From an optimization exercise on the open Yosys and OpenROAD flow, aimed at a short achievable clock period and few clock cycles per item; shortcuts taken in it are not production practice.
In this exercise RTL edits were held to simulation tests only and were not proved equivalent to the original.
Power and IR drop assume default switching activity.

## juniper
// rs_core
module rs_core (
  input  logic                    clk,
  input  logic                    reset,
  input  logic                    req,
  input  tomasulo_pkg::op_t       op,
  input  tomasulo_pkg::reg_addr_t dst,
  input  tomasulo_pkg::reg_addr_t src1,
  input  tomasulo_pkg::reg_addr_t src2,
  input  logic                    has_imm,
  input  tomasulo_pkg::word_t     imm,
  output logic                    ack,
  input  tomasulo_pkg::reg_addr_t rd_addr,
  output tomasulo_pkg::tag_t      rd_tag,
  output tomasulo_pkg::word_t     rd_data
);
  logic fire, imm_mv, is_exec;
  logic                    disp_valid, disp_has_imm;
  tomasulo_pkg::op_t       disp_op;
  tomasulo_pkg::reg_addr_t disp_dst, disp_src1, disp_src2;
  tomasulo_pkg::word_t     disp_imm, op1_data, op2_data;
  logic                    wb_valid;
  tomasulo_pkg::reg_addr_t wb_reg;
  tomasulo_pkg::word_t     wb_data;
  issue_ctrl issue (.clk, .reset, .req, .ack, .fire);
  assign imm_mv  = (op == tomasulo_pkg::OP_MV) && has_imm;
  assign is_exec = (op != tomasulo_pkg::OP_HALT) && !imm_mv;
  reg_status status (
    .clk, .reset, .src1(disp_src1), .src2(disp_src2),
    .op1_data, .op2_data,
    .iss_en(fire && (op != tomasulo_pkg::OP_HALT)), .iss_imm_mv(imm_mv), .iss_reg(dst), .iss_data(imm),
    .wb_valid, .wb_reg, .wb_data,
    .rd_addr, .rd_tag, .rd_data
  );
  res_station rs (
    .clk, .reset, .alloc(fire && is_exec),
    .op, .dst, .src1, .src2, .has_imm, .imm,
    .disp_valid, .disp_op, .disp_dst, .disp_src1, .disp_src2, .disp_has_imm, .disp_imm
  );
  exec_units units (
    .clk, .reset,
    .in_valid(disp_valid), .in_op(disp_op), .in_dst(disp_dst),
    .in_a(op1_data), .in_b(op2_data), .in_has_imm(disp_has_imm), .in_imm(disp_imm),
    .wb_valid, .wb_reg, .wb_data
  );
endmodule
For scale: roughly 5,000 cells after synthesis, roughly 39,000 µm² of cells after synthesis.
clock: 10.0 ns
lec_check: 0
abc_clock_period_in_ps: 4000
cap_margin: 20
core_margin: 2
core_utilization: 40
setup_slack_margin: 5
slew_margin: 20
standard.sh (not shown) runs the stock make flow with config.mk's settings and CLKGATE_MAP_FILE= SYNTH_SCRIPT=/design/flow/synth_recipe.tcl, a recipe that flattens the netlist after the stock synthesis.
==> flow/flow/run.sh <==
#!/bin/bash
# The standard layout with two changes:
#  - after the standard synthesis, the read port (rd_addr -> rd_data, rd_tag)
#    is rebuilt as a decoded AND-OR mux (flow/rdmux.tcl, same function);
#  - the read-port pins are grouped on one edge (flow/pins.tcl).
# Each tool's output goes to a log file of its own in this folder.
set -e
export FLOWDIR=$PWD/flow
export RESULTS_DIR=$PWD/orfs/results/$FLOW_PLATFORM/rs_core/base
export LIB_FILE=$FLOW_HOME/platforms/$FLOW_PLATFORM/lib/sky130_fd_sc_hd__tt_025C_1v80.lib
bash standard.sh synth > synth.log 2>&1
openroad -no_init -exit $FLOWDIR/eco.tcl > eco.log 2>&1
export PRE_IO_PLACEMENT_TCL=$FLOWDIR/pins.tcl
bash standard.sh > standard.log 2>&1
==> flow/flow/pins.tcl <==
set rd_pins {}
foreach bt [[ord::get_db_block] getBTerms] {
  set n [$bt getName]
  if {[string match "rd_*" $n]} { lappend rd_pins $n }
}
puts "read-port pins: [llength $rd_pins]"
set_io_pin_constraint -pin_names $rd_pins -region top:*
==> flow/flow/rdmux.tcl <==
# Rebuild the read port (rd_data, rd_tag[0]) of the synthesized netlist as a
# one-hot AND-OR mux: rd_addr is decoded by one and3 per register (twice, each for half the bits), then
# per bit four a22oi and a nand4. The logic function is unchanged; only the
# gates between rd_addr / the register outputs and the ports are replaced.
set db    [ord::get_db]
set block [ord::get_db_block]

proc master {name} {
  set m [$::db findMaster "sky130_fd_sc_hd__$name"]
  if {$m eq "NULL" || $m eq ""} { error "rdmux: no cell $name" }
  return $m
}
proc net_of_port {name} {
  set bt [$::block findBTerm $name]
  if {$bt eq "NULL" || $bt eq ""} { error "rdmux: no port $name" }
  return [$bt getNet]
}
proc find_net {name} {
  set n [$::block findNet $name]
  if {$n eq "NULL" || $n eq ""} { error "rdmux: no net $name" }
  return $n
}
proc drv_iterm {net} {
  foreach it [$net getITerms] {
    if {[[$it getMTerm] getIoType] eq "OUTPUT"} { return $it }
  }
  return ""
}

set targets {}
for {set b 0} {$b < 32} {incr b} { lappend targets "rd_data\[$b\]" }
lappend targets "rd_tag\[0\]"
set target_nets {}
foreach t $targets { lappend target_nets [net_of_port $t] }

# cone of combinational cells behind the targets
set cone [dict create]
set work $target_nets
set seen [dict create]
while {[llength $work]} {
  set net [lindex $work 0]; set work [lrange $work 1 end]
  set nn [$net getName]
  if {[dict exists $seen $nn]} continue
  dict set seen $nn 1
  set d [drv_iterm $net]
  if {$d eq ""} continue
  set inst [$d getInst]
  if {[[$inst getMaster] isSequential]} continue
  dict set cone [$inst getName] $inst
  foreach it [$inst getITerms] {
    if {[[$it getMTerm] getIoType] eq "INPUT" && [$it getNet] ne "NULL" && [$it getNet] ne ""} {
      lappend work [$it getNet]
    }
  }
}
# keep only cells whose outputs feed nothing but the cone and the targets
set tnames {}
foreach n $target_nets { lappend tnames [$n getName] }
set changed 1
while {$changed} {
  set changed 0
  foreach name [dict keys $cone] {
    set inst [dict get $cone $name]
    set ok 1
    foreach it [$inst getITerms] {
      if {[[$it getMTerm] getIoType] ne "OUTPUT"} continue
      set net [$it getNet]
      if {$net eq "NULL" || $net eq ""} continue
      foreach l [$net getITerms] {
        if {$l eq $it} continue
        if {![dict exists $cone [[$l getInst] getName]]} { set ok 0 }
      }
      foreach bt [$net getBTerms] {
        if {[lsearch -exact $tnames [$net getName]] < 0} { set ok 0 }
      }
    }
    if {!$ok} { dict unset cone $name; set changed 1 }
  }
}
puts "rdmux: removing [dict size $cone] cells"
set dead_nets {}
foreach name [dict keys $cone] {
  set inst [dict get $cone $name]
  foreach it [$inst getITerms] {
    set net [$it getNet]
    if {$net ne "NULL" && $net ne "" && [[$it getMTerm] getIoType] eq "OUTPUT" && [lsearch -exact $tnames [$net getName]] < 0} { lappend dead_nets $net }
  }
  odb::dbInst_destroy $inst
}
foreach net [lsort -unique $dead_nets] {
  if {[llength [$net getITerms]] == 0 && [llength [$net getBTerms]] == 0} { odb::dbNet_destroy $net }
}

set k 0
proc cell {mname conns} {
  global k block
  set inst [odb::dbInst_create $block [master $mname] "rdmux_$k"]
  incr k
  foreach {pin net} $conns {
    set it [$inst findITerm $pin]
    if {$it eq "NULL" || $it eq ""} { error "rdmux: $mname has no pin $pin" }
    $it connect $net
  }
  return $inst
}
proc new_net {} {
  global k block
  set n [odb::dbNet_create $block "rdmux_n$k"]
  incr k
  return $n
}

set a0 [net_of_port "rd_addr\[0\]"]
set a1 [net_of_port "rd_addr\[1\]"]
set a2 [net_of_port "rd_addr\[2\]"]
# both polarities of the address, then one and3 per register and half of the bits
set an0 [new_net]; set an1 [new_net]; set an2 [new_net]
cell inv_2 [list A $a0 Y $an0]
cell inv_2 [list A $a1 Y $an1]
cell inv_2 [list A $a2 Y $an2]
set pol(0,0) $an0; set pol(0,1) $a0
set pol(1,0) $an1; set pol(1,1) $a1
set pol(2,0) $an2; set pol(2,1) $a2
for {set h 0} {$h < 2} {incr h} {
  for {set r 0} {$r < 8} {incr r} {
    set sel($h,$r) [new_net]
    cell and3_4 [list A $pol(0,[expr {$r & 1}]) B $pol(1,[expr {($r >> 1) & 1}]) C $pol(2,[expr {($r >> 2) & 1}]) X $sel($h,$r)]
  }
}

for {set b 0} {$b <= 32} {incr b} {
  for {set r 0} {$r < 8} {incr r} {
    if {$b < 32} { set dq($r) [find_net "status.rf\\\[$r\\\]\\\[$b\\\]"] } else { set dq($r) [find_net "status.pend\\\[$r\\\]"] }
  }
  set out [lindex $target_nets $b]
  set y {}
  for {set q 0} {$q < 4} {incr q} {
    set n [new_net]
    set r0 [expr {2*$q}]; set r1 [expr {2*$q+1}]
    set h [expr {$b < 16 ? 0 : 1}]
    cell a22oi_1 [list A1 $sel($h,$r0) A2 $dq($r0) B1 $sel($h,$r1) B2 $dq($r1) Y $n]
    lappend y $n
  }
  cell nand4_1 [list A [lindex $y 0] B [lindex $y 1] C [lindex $y 2] D [lindex $y 3] Y $out]
}
puts "rdmux: added [expr {$k}] objects"
Other scripts of this flow, unchanged in this note and not shown: flow/flow/eco.tcl
juniper reached the final stage; the timing, DRC and antenna checks on its layout passed.
Testbench counts of juniper, summed over its fixed seeds: cycles 6,480, instrs 3,280.
For violet, these inputs were changed with respect to juniper:
# juniper
export LEC_CHECK = 0
export ABC_CLOCK_PERIOD_IN_PS = 4000
export CAP_MARGIN = 20
export CORE_MARGIN = 2
export CORE_UTILIZATION = 40
export SETUP_SLACK_MARGIN = 5
export SLEW_MARGIN = 20
create_clock -name core_clock -period 10.0 [get_ports {clk}]
# violet
export LEC_CHECK = 0
export ABC_CLOCK_PERIOD_IN_PS = 4000
export CAP_MARGIN = 20
export CORE_MARGIN = 2
export CORE_UTILIZATION = 55
export SETUP_SLACK_MARGIN = 5
export SLEW_MARGIN = 20
create_clock -name core_clock -period 10.0 [get_ports {clk}]
==> flow/flow/pins.tcl <==
# Read-port pins packed into the middle of the top edge, the address pins at
# the centre, so that the read mux, its inputs and its outputs sit together.
set block [ord::get_db_block]
set die [$block getDieArea]
set w [expr {[$die xMax] / 1000.0}]
set names {}
for {set b 0} {$b < 16} {incr b} { lappend names "rd_data\[$b\]" }
lappend names "rd_tag\[0\]" "rd_tag\[1\]" "rd_addr\[0\]" "rd_addr\[1\]" "rd_addr\[2\]" "rd_tag\[2\]" "rd_tag\[3\]"
for {set b 16} {$b < 32} {incr b} { lappend names "rd_data\[$b\]" }
set x0 [expr {int($w * 0.3)}]
set x1 [expr {int($w * 0.7)}]
puts "read-port pins: [llength $names] on top:$x0-$x1"
set_io_pin_constraint -pin_names $names -region top:$x0-$x1 -group -order
-- flow/flow/rdmux.tcl --
<<< juniper, line 1
# Rebuild the read port (rd_data, rd_tag[0]) of the synthesized netlist as a
# one-hot AND-OR mux: rd_addr is decoded by one and3 per register (twice, each for half the bits), then
# per bit four a22oi and a nand4. The logic function is unchanged; only the
>>> violet, line 1
# Rebuild the read port (rd_data, rd_tag[0]) of the synthesized netlist as a
# one-hot AND-OR mux: rd_addr is decoded by one and3 per register (four times, each for a quarter of the bits), then
# per bit four a22oi and a nand4. The logic function is unchanged; only the
<<< juniper, line 115
set a2 [net_of_port "rd_addr\[2\]"]
# both polarities of the address, then one and3 per register and half of the bits
set an0 [new_net]; set an1 [new_net]; set an2 [new_net]
cell inv_2 [list A $a0 Y $an0]
cell inv_2 [list A $a1 Y $an1]
cell inv_2 [list A $a2 Y $an2]
set pol(0,0) $an0; set pol(0,1) $a0
>>> violet, line 115
set a2 [net_of_port "rd_addr\[2\]"]
# both polarities of the address, then one and3 per register and quarter of the bits
set an0 [new_net]; set an1 [new_net]; set an2 [new_net]
cell inv_4 [list A $a0 Y $an0]
cell inv_4 [list A $a1 Y $an1]
cell inv_4 [list A $a2 Y $an2]
set pol(0,0) $an0; set pol(0,1) $a0
<<< juniper, line 123
set pol(2,0) $an2; set pol(2,1) $a2
for {set h 0} {$h < 2} {incr h} {
  for {set r 0} {$r < 8} {incr r} {
>>> violet, line 123
set pol(2,0) $an2; set pol(2,1) $a2
for {set h 0} {$h < 4} {incr h} {
  for {set r 0} {$r < 8} {incr r} {
<<< juniper, line 139
    set r0 [expr {2*$q}]; set r1 [expr {2*$q+1}]
    set h [expr {$b < 16 ? 0 : 1}]
    cell a22oi_1 [list A1 $sel($h,$r0) A2 $dq($r0) B1 $sel($h,$r1) B2 $dq($r1) Y $n]
>>> violet, line 139
    set r0 [expr {2*$q}]; set r1 [expr {2*$q+1}]
    set h [expr {$b < 32 ? $b / 8 : 3}]
    cell a22oi_1 [list A1 $sel($h,$r0) A2 $dq($r0) B1 $sel($h,$r1) B2 $dq($r1) Y $n]
<<< juniper, line 143
  }
  cell nand4_1 [list A [lindex $y 0] B [lindex $y 1] C [lindex $y 2] D [lindex $y 3] Y $out]
}
>>> violet, line 143
  }
  cell nand4_2 [list A [lindex $y 0] B [lindex $y 1] C [lindex $y 2] D [lindex $y 3] Y $out]
}
Results
No stage failed in violet, and the final checks on the layout all came back clean. violet vs juniper — synthesis-to-finish area growth dropped 3.7 points. Delta (violet minus juniper): depth of the most critical reg-to-reg path decreased by 3 relative to the old numbers; met2 routing resource usage after global routing now sits higher. The final reports for violet and juniper show global-route track usage on met3 higher in the former. Of violet and juniper, the higher area of the core belongs to juniper. Across both runs, logic gate share of total power was lower for violet than for juniper. violet — total chip power 2.9% lower, juniper as reference.
Changes in nickel relative to violet:
# violet
export LEC_CHECK = 0
export ABC_CLOCK_PERIOD_IN_PS = 4000
export CAP_MARGIN = 20
export CORE_MARGIN = 2
export CORE_UTILIZATION = 55
export SETUP_SLACK_MARGIN = 5
export SLEW_MARGIN = 20
create_clock -name core_clock -period 10.0 [get_ports {clk}]
# nickel
export LEC_CHECK = 0
export ABC_CLOCK_PERIOD_IN_PS = 4000
export CAP_MARGIN = 20
export CORE_MARGIN = 2
export CORE_UTILIZATION = 40
export SETUP_SLACK_MARGIN = 5
export SLEW_MARGIN = 20
create_clock -name core_clock -period 10.0 [get_ports {clk}]
[summary]
- violet → nickel: routed length on met2 rose 12%, number of non-clock buffers in the layout rose 22, total power rose about 2%, share of the final layout cell area in sequential cells fell 0.38 points.
- Cmp nickel and violet / number of diodes added for antenna fixing / higher: nickel
- nickel vs. violet: placed instance area up 500 µm², fill cell instance count of the final layout rose 3,376.
- Startpoint of the worst setup timing path: rs.disp_src2[0]$_DFF_P_ -> violet, rd_addr[1] -> nickel
- Of the two values seen for slowest cell on the critical path, sky130_fd_sc_hd__and3_4 was produced by nickel and sky130_fd_sc_hd__dfxtp_4 by violet.
- The design area number comes out lower for violet vs nickel.

-- static timing again, ports no longer ideal --
The flow's constraints put no driver on any port. The routed layouts listed below were extracted and timed again, unchanged, in two steps. Step 1, drivers: a clkbuf_16 drives clk and a buf_2 each remaining input, both assumed. Step 2 moves the port delays by t, midway between the first and last clock arrival at a register: inputs arrive t later, outputs are due t later. That takes back most of the time a late clock gives input paths. Three values: ideal, step 1, step 2; two values: the first two.
run	t, ns	setup WS [ns]	worst hold slack (ns)
juniper	0.740	4.406 / 4.208 / 4.208	0.327 / 0.327 / 0.327
violet	0.726	4.891 / 4.787 / 4.787	0.329 / 0.329 / 0.329
nickel	0.748	4.908 / 4.673 / 4.673	0.324 / 0.324 / 0.324
After both steps every run listed still meets setup and hold. The setup slack of nickel, which loses most, moves by -0.235 ns with the drivers and by -0.235 ns with both steps.
